Context: an optimization exercise on an open-source flow, tuned for small area, a short achievable clock period and few clock cycles per item. The choices shown serve that exercise and are no tape-out recipe.
RTL that was checked went through simulation tests only; none was proved equivalent to the original.
No activity file was given, so power comes from the tool's default toggle rates.

==> inputs of harbor <==
==> flow/design.v <==
package fol_pkg;
  localparam int unsigned KEY_W       = 8;
  localparam int unsigned POS_W       = 3;
  localparam int unsigned HIT_COUNT_W = 16;
  localparam int unsigned ENTRIES     = 8;
endpackage
module fol_ctrl (
  input  logic clk_i,
  input  logic rst_ni,
  input  logic in_valid_i,
  output logic in_ready_o,
  output logic out_valid_o,
  input  logic out_ready_i,
  output logic k_load_o,    
  output logic k_from2_o,   
  output logic k2_load_o,   
  output logic l_load_o,    
  output logic fire_o       
);
  logic k2v_q, kv_q, lv_q, ov_q;
  logic accept, l_free;
  assign in_ready_o = !k2v_q;
  assign accept     = in_valid_i && !k2v_q;
  assign fire_o     = lv_q && (!ov_q || out_ready_i);
  assign l_free     = !lv_q || fire_o;
  assign l_load_o   = l_free;
  assign k_load_o   = !kv_q || l_free;
  assign k_from2_o  = k2v_q;
  assign k2_load_o  = accept && kv_q && !l_free;
  always_ff @(posedge clk_i or negedge rst_ni) begin
    if (!rst_ni) begin
      k2v_q <= 1'b0;
      kv_q  <= 1'b0;
      lv_q  <= 1'b0;
      ov_q  <= 1'b0;
    end else begin
      if (k_load_o) kv_q <= k2v_q || accept;
      if (k_load_o) k2v_q <= 1'b0;
      else if (accept) k2v_q <= 1'b1;
      if (l_free) lv_q <= kv_q;
      if (fire_o) ov_q <= 1'b1;
      else if (out_ready_i) ov_q <= 1'b0;
    end
  end
  assign out_valid_o = ov_q;
endmodule
module fol_datapath (
  input  logic                              clk_i,
  input  logic                              rst_ni,
  input  logic                              k_load_i,
  input  logic                              k_from2_i,
  input  logic                              k2_load_i,
  input  logic                              l_load_i,
  input  logic                              fire_i,
  input  logic [fol_pkg::KEY_W-1:0]         key_i,
  output logic                              hit_o,
  output logic [fol_pkg::POS_W-1:0]         old_position_o,
  output logic [fol_pkg::POS_W-1:0]         new_position_o,
  output logic [fol_pkg::HIT_COUNT_W-1:0]   hit_count_o
);
  localparam int unsigned N  = fol_pkg::ENTRIES;
  localparam int unsigned PW = fol_pkg::POS_W;
  localparam int unsigned CW = fol_pkg::HIT_COUNT_W;
  function automatic logic gt_f(input logic [CW-1:0] a, input logic [CW-1:0] b);
    logic [CW-1:0] g, l;
    g = a & ~b;
    l = ~a & b;
    for (int s = 1; s < CW; s = s * 2)
      for (int i = 0; i + s < CW; i = i + 2 * s) begin
        g[i] = g[i + s] | (!l[i + s] & g[i]);
        l[i] = l[i + s] | (!g[i + s] & l[i]);
      end
    gt_f = g[0];
  endfunction
  function automatic logic [2:0] pc4_f(input logic [3:0] x);
    logic [2:0] r;
    r[2] = &x;
    r[1] = ((x[0] & x[1]) | (x[2] & x[3]) | ((x[0] | x[1]) & (x[2] | x[3]))) & !(&x);
    r[0] = ^x;
    pc4_f = r;
  endfunction
  function automatic logic [PW-1:0] pc8_f(input logic [N-1:0] x);
    pc8_f = pc4_f(x[3:0]) + pc4_f(x[7:4]);
  endfunction
  logic [3:0]    k2_q, k_q;       
  logic [N-1:0]  sel_q;           
  logic [CW:0]   cinc_q;          
  logic [CW-1:0] cnt_q [N];       
  logic [N-1:0]  ahd_q [N];       
  logic [3:0]    key_code, k_d;
  logic [N-1:0]  sel_k;
  logic [CW-1:0] c_k, c_new;
  logic [CW:0]   cinc_d;
  logic [N-1:0]  gt, col;
  logic          hit;
  logic [PW-1:0] p, d;
  assign key_code = {(key_i >= fol_pkg::KEY_W'(1)) && (key_i <= fol_pkg::KEY_W'(N)),
                     PW'(key_i - fol_pkg::KEY_W'(1))};
  assign k_d = k_from2_i ? k2_q : key_code;
  always_ff @(posedge clk_i) begin
    if (k2_load_i) k2_q <= key_code;
    if (k_load_i)  k_q  <= k_d;
  end
  always_comb begin
    c_k = '0;
    for (int j = 0; j < N; j++) begin
      sel_k[j] = k_q[3] && (k_q[2:0] == PW'(j));
      c_k      = c_k | (cnt_q[j] & {CW{sel_k[j]}});
    end
    cinc_d = (fire_i && |(sel_k & sel_q)) ? {1'b0, c_new} + (CW+1)'(1)
                                          : {1'b0, c_k} + (CW+1)'(1);
  end
  always_ff @(posedge clk_i) begin
    if (l_load_i) begin
      sel_q  <= sel_k;
      cinc_q <= cinc_d;
    end
  end
  always_comb begin
    hit   = |sel_q;
    c_new = cinc_q[CW-1:0] | {CW{cinc_q[CW]}};
    for (int j = 0; j < N; j++)
      gt[j] = !cinc_q[CW] && gt_f(cnt_q[j], cinc_q[CW-1:0]);
    col = '0;
    for (int j = 0; j < N; j++)
      for (int m = 0; m < N; m++)
        if (j < m)      col[j] = col[j] | (sel_q[m] & ahd_q[j][m]);
        else if (j > m) col[j] = col[j] | (sel_q[m] & !ahd_q[m][j]);
    p = pc8_f(col);
    d = pc8_f(gt & {N{hit}});
  end
  always_ff @(posedge clk_i or negedge rst_ni) begin
    if (!rst_ni) begin
      for (int j = 0; j < N; j++) begin
        cnt_q[j] <= '0;
        for (int m = j + 1; m < N; m++) ahd_q[j][m] <= 1'b1;
      end
    end else if (fire_i) begin
      for (int j = 0; j < N; j++) begin
        if (sel_q[j]) cnt_q[j] <= c_new;
        for (int m = j + 1; m < N; m++) begin
          if (sel_q[m])      ahd_q[j][m] <= ahd_q[j][m] & gt[j];
          else if (sel_q[j]) ahd_q[j][m] <= ahd_q[j][m] | !gt[m];
        end
      end
    end
  end
  logic                hit_q;
  logic [PW-1:0]       old_q, new_q;
  logic [CW-1:0]       hc_q;
  always_ff @(posedge clk_i) begin
    if (fire_i) begin
      hit_q <= hit;
      old_q <= p;
      new_q <= d;
      hc_q  <= c_new & {CW{hit}};
    end
  end
  assign hit_o          = hit_q;
  assign old_position_o = old_q;
  assign new_position_o = new_q;
  assign hit_count_o    = hc_q;
endmodule
module frequency_ordered_list_top (
  input  logic                              clk_i,
  input  logic                              rst_ni,
  input  logic                              in_valid_i,
  output logic                              in_ready_o,
  input  logic [fol_pkg::KEY_W-1:0]         in_key_i,
  output logic                              out_valid_o,
  input  logic                              out_ready_i,
  output logic                              out_hit_o,
  output logic [fol_pkg::POS_W-1:0]         out_old_position_o,
  output logic [fol_pkg::POS_W-1:0]         out_new_position_o,
  output logic [fol_pkg::HIT_COUNT_W-1:0]   out_hit_count_o
);
  logic k_load, k_from2, k2_load, l_load, fire;
  fol_ctrl u_ctrl (
    .clk_i      (clk_i),
    .rst_ni     (rst_ni),
    .in_valid_i (in_valid_i),
    .in_ready_o (in_ready_o),
    .out_valid_o(out_valid_o),
    .out_ready_i(out_ready_i),
    .k_load_o   (k_load),
    .k_from2_o  (k_from2),
    .k2_load_o  (k2_load),
    .l_load_o   (l_load),
    .fire_o     (fire)
  );
  fol_datapath u_dp (
    .clk_i         (clk_i),
    .rst_ni        (rst_ni),
    .k_load_i      (k_load),
    .k_from2_i     (k_from2),
    .k2_load_i     (k2_load),
    .l_load_i      (l_load),
    .fire_i        (fire),
    .key_i         (in_key_i),
    .hit_o         (out_hit_o),
    .old_position_o(out_old_position_o),
    .new_position_o(out_new_position_o),
    .hit_count_o   (out_hit_count_o)
  );
endmodule
==> flow/run.sh <==
#!/bin/bash
# synth_recipe.tcl (not shown) runs the flow's synth.tcl, then flattens the netlist and writes it again
# the make line also repeats each setting of config.mk as NAME=value (left out here)
make -C /OpenROAD-flow-scripts/flow DESIGN_CONFIG=/design/flow/config.mk WORK_HOME=/design/flow/orfs CLKGATE_MAP_FILE= SYNTH_SCRIPT=/design/flow/synth_recipe.tcl finish
==> flow/config.mk <==
export PLATFORM = sky130hd
export DESIGN_NAME = frequency_ordered_list_top
export DESIGN_NICKNAME = frequency_ordered_list_top
export VERILOG_FILES = /design/flow/design.v
export SDC_FILE = /design/flow/constraint.sdc
export NUM_CORES = 4
export LEC_CHECK = 0
export CAP_MARGIN = 20
export CORE_MARGIN = 2
export CORE_UTILIZATION = 40
export SETUP_SLACK_MARGIN = 2.0
export SLEW_MARGIN = 20
==> flow/constraint.sdc <==
create_clock -name core_clock -period 5.0 [get_ports {clk_i}]
set_input_delay 1.0000 -clock core_clock [delete_from_list [all_inputs] [get_ports {clk_i}]]
set_output_delay 1.0000 -clock core_clock [all_outputs]
set_load 0.01 [all_outputs]
==> xenon: changes against harbor <==
==> flow/design.v (replaced) <==
package fol_pkg;
  localparam int unsigned KEY_W       = 8;
  localparam int unsigned POS_W       = 3;
  localparam int unsigned HIT_COUNT_W = 16;
  localparam int unsigned ENTRIES     = 8;
endpackage
module fol_ctrl (
  input  logic clk_i,
  input  logic rst_ni,
  input  logic in_valid_i,
  output logic in_ready_o,
  output logic out_valid_o,
  input  logic out_ready_i,
  output logic k_load_o,    
  output logic l_load_o,    
  output logic fire_o,      
  output logic l_valid_o    
);
  logic kv_q, lv_q, ov_q;
  logic l_free;
  assign fire_o     = lv_q && (!ov_q || out_ready_i);
  assign l_free     = !lv_q || fire_o;
  assign l_load_o   = l_free;
  assign k_load_o   = !kv_q || l_free;
  assign in_ready_o = k_load_o;
  always_ff @(posedge clk_i or negedge rst_ni) begin
    if (!rst_ni) begin
      kv_q <= 1'b0;
      lv_q <= 1'b0;
      ov_q <= 1'b0;
    end else begin
      if (k_load_o) kv_q <= in_valid_i;
      if (l_free) lv_q <= kv_q;
      if (fire_o) ov_q <= 1'b1;
      else if (out_ready_i) ov_q <= 1'b0;
    end
  end
  assign out_valid_o = ov_q;
  assign l_valid_o   = lv_q;
endmodule
module fol_datapath (
  input  logic                              clk_i,
  input  logic                              rst_ni,
  input  logic                              k_load_i,
  input  logic                              l_load_i,
  input  logic                              fire_i,
  input  logic                              l_valid_i,
  input  logic [fol_pkg::KEY_W-1:0]         key_i,
  output logic                              hit_o,
  output logic [fol_pkg::POS_W-1:0]         old_position_o,
  output logic [fol_pkg::POS_W-1:0]         new_position_o,
  output logic [fol_pkg::HIT_COUNT_W-1:0]   hit_count_o
);
  localparam int unsigned N  = fol_pkg::ENTRIES;
  localparam int unsigned PW = fol_pkg::POS_W;
  localparam int unsigned CW = fol_pkg::HIT_COUNT_W;
  function automatic logic gt_f(input logic [CW-1:0] a, input logic [CW-1:0] b);
    logic [CW-1:0] g, l;
    g = a & ~b;
    l = ~a & b;
    for (int s = 1; s < CW; s = s * 2)
      for (int i = 0; i + s < CW; i = i + 2 * s) begin
        g[i] = g[i + s] | (!l[i + s] & g[i]);
        l[i] = l[i + s] | (!g[i + s] & l[i]);
      end
    gt_f = g[0];
  endfunction
  logic [3:0]    k_q;             
  logic [3:0]    l_q;             
  logic [CW:0]   cinc_q;          
  logic [PW-1:0] skey_q [N];      
  logic [CW-1:0] scnt_q [N];      
  logic [N-2:0]  ne_q;            
  logic [3:0]    key_code;
  logic [CW-1:0] c_k, c_new;
  logic [CW:0]   cinc_d;
  logic [N-1:0]  kmatch, match, le_p, t2, rng, run, q1, at_d;
  logic          hit;
  logic [PW-1:0] p, d;
  assign key_code = {(key_i >= fol_pkg::KEY_W'(1)) && (key_i <= fol_pkg::KEY_W'(N)),
                     PW'(key_i - fol_pkg::KEY_W'(1))};
  always_ff @(posedge clk_i) begin
    if (k_load_i) k_q <= key_code;
  end
  always_comb begin
    c_k = '0;
    for (int i = 0; i < N; i++) begin
      kmatch[i] = k_q[3] && (skey_q[i] == k_q[2:0]);
      c_k       = c_k | (scnt_q[i] & {CW{kmatch[i]}});
    end
    cinc_d = (l_valid_i && l_q[3] && k_q[3] && (l_q[2:0] == k_q[2:0]))
             ? {1'b0, c_new} + (CW+1)'(1)
             : {1'b0, c_k} + (CW+1)'(1);
  end
  always_ff @(posedge clk_i) begin
    if (l_load_i) begin
      l_q    <= k_q;
      cinc_q <= cinc_d;
    end
  end
  always_comb begin
    hit   = l_q[3];
    c_new = cinc_q[CW-1:0] | {CW{cinc_q[CW]}};
    for (int i = 0; i < N; i++) begin
      match[i] = hit && (skey_q[i] == l_q[2:0]);
      t2[i]    = hit && !cinc_q[CW] && gt_f(scnt_q[i], cinc_q[CW-1:0]);
    end
    for (int i = 0; i < N; i++) begin
      le_p[i] = 1'b0;
      for (int m = i; m < N; m++) le_p[i] = le_p[i] | match[m];
    end
    for (int i = 0; i < N; i++) begin
      run[i] = 1'b0;
      for (int j = i; j < N; j++) begin
        logic all_eq;
        all_eq = 1'b1;
        for (int m = i; m < j; m++) all_eq = all_eq & !ne_q[m];
        run[i] = run[i] | (match[j] & all_eq);
      end
    end
    for (int i = 0; i < N; i++) begin
      rng[i]  = le_p[i] && !t2[i];
      q1[i]   = run[i] && ((i == 0) || ne_q[(i + N - 2) % (N - 1)]);
      at_d[i] = rng[i] && ((i == 0) || t2[(i + N - 1) % N]);
    end
    p[2] = match[4] | match[5] | match[6] | match[7];
    p[1] = match[2] | match[3] | match[6] | match[7];
    p[0] = match[1] | match[3] | match[5] | match[7];
    d[2] = t2[3];
    d[1] = (t2[1] & !t2[3]) | t2[5];
    d[0] = (t2[0] & !t2[1]) | (t2[2] & !t2[3]) | (t2[4] & !t2[5]) | t2[6];
  end
  always_ff @(posedge clk_i or negedge rst_ni) begin
    if (!rst_ni) begin
      for (int i = 0; i < N; i++) begin
        skey_q[i] <= PW'(i);
        scnt_q[i] <= '0;
      end
      ne_q <= '0;
    end else if (fire_i) begin
      for (int i = 0; i < N - 1; i++) begin
        if (!cinc_q[CW]) begin
          if (q1[i + 1])  ne_q[i] <= t2[i];
          else if (q1[i]) ne_q[i] <= 1'b1;
        end
      end
      for (int i = 0; i < N; i++) begin
        if (q1[i]) scnt_q[i] <= c_new;
        if (at_d[i])      skey_q[i] <= l_q[2:0];
        else if (rng[i])  skey_q[i] <= skey_q[(i + N - 1) % N];
      end
    end
  end
  logic                hit_q;
  logic [PW-1:0]       old_q, new_q;
  logic [CW-1:0]       hc_q;
  always_ff @(posedge clk_i) begin
    if (fire_i) begin
      hit_q <= hit;
      old_q <= p;
      new_q <= d;
      hc_q  <= c_new & {CW{hit}};
    end
  end
  assign hit_o          = hit_q;
  assign old_position_o = old_q;
  assign new_position_o = new_q;
  assign hit_count_o    = hc_q;
endmodule
module frequency_ordered_list_top (
  input  logic                              clk_i,
  input  logic                              rst_ni,
  input  logic                              in_valid_i,
  output logic                              in_ready_o,
  input  logic [fol_pkg::KEY_W-1:0]         in_key_i,
  output logic                              out_valid_o,
  input  logic                              out_ready_i,
  output logic                              out_hit_o,
  output logic [fol_pkg::POS_W-1:0]         out_old_position_o,
  output logic [fol_pkg::POS_W-1:0]         out_new_position_o,
  output logic [fol_pkg::HIT_COUNT_W-1:0]   out_hit_count_o
);
  logic k_load, l_load, fire, l_valid;
  fol_ctrl u_ctrl (
    .clk_i      (clk_i),
    .rst_ni     (rst_ni),
    .in_valid_i (in_valid_i),
    .in_ready_o (in_ready_o),
    .out_valid_o(out_valid_o),
    .out_ready_i(out_ready_i),
    .k_load_o   (k_load),
    .l_load_o   (l_load),
    .fire_o     (fire),
    .l_valid_o  (l_valid)
  );
  fol_datapath u_dp (
    .clk_i         (clk_i),
    .rst_ni        (rst_ni),
    .k_load_i      (k_load),
    .l_load_i      (l_load),
    .fire_i        (fire),
    .l_valid_i     (l_valid),
    .key_i         (in_key_i),
    .hit_o         (out_hit_o),
    .old_position_o(out_old_position_o),
    .new_position_o(out_new_position_o),
    .hit_count_o   (out_hit_count_o)
  );
endmodule
Settings changed: CTS_BUF_LIST set to sky130_fd_sc_hd__clkbuf_4 sky130_fd_sc_hd__clkbuf_8, CTS_CLUSTER_SIZE set to 30, SETUP_SLACK_MARGIN 2.0 to 1.8.
==> notes <==
- harbor passed the timing, DRC and antenna checks. xenon finished with timing, DRC and antenna clean.
- Between harbor and xenon, the lower critical path depth is in xenon (gap 4).
- Total power: harbor is higher than xenon (26%).
- Against harbor, the register-to-register slack of xenon is better by 0.52 ns.
- Against harbor, the cell count of xenon is smaller by about 9%.
Testbench counts of xenon, summed over its fixed seeds: cycles 12,024, items 12,000.
Function not checked in harbor: the RTL went through the layout flow alone.

[separate check: timing with driven ports]
No port has a modelled driver above. Below, the same layouts with a new extraction and two added sets of constraints. Step 1: set_driving_cell puts a clkbuf_16 on clk_i and a buf_2 on each other input, an assumption about the parent block. Step 2 times the ports against the registers' clock, not the clock port: input delays grow and output delays shrink by t, the midpoint of the rising clock arrivals with the driver on. Three values: no drivers, after step 1, after step 2; two values: the first two.
| run | shift t [ns] | setup WS [ns] | worst setup path after step 2 | clock arrival spread, ns | slew at the worst register clock pin (ns) |
|---|---|---|---|---|---|
| harbor | 0.575 | 1.281 / 1.281 / 1.281 | register to register | 0.015 / 0.014 | 0.07 / 0.07 |
| xenon | 0.591 | 1.800 / 1.800 / 1.636 | input to register | 0.035 / 0.035 | 0.07 / 0.07 |
After both steps setup and hold are still met in every run listed. For xenon, which loses most, drivers alone change the setup slack by 0.000 ns; drivers and shift together by -0.164 ns.
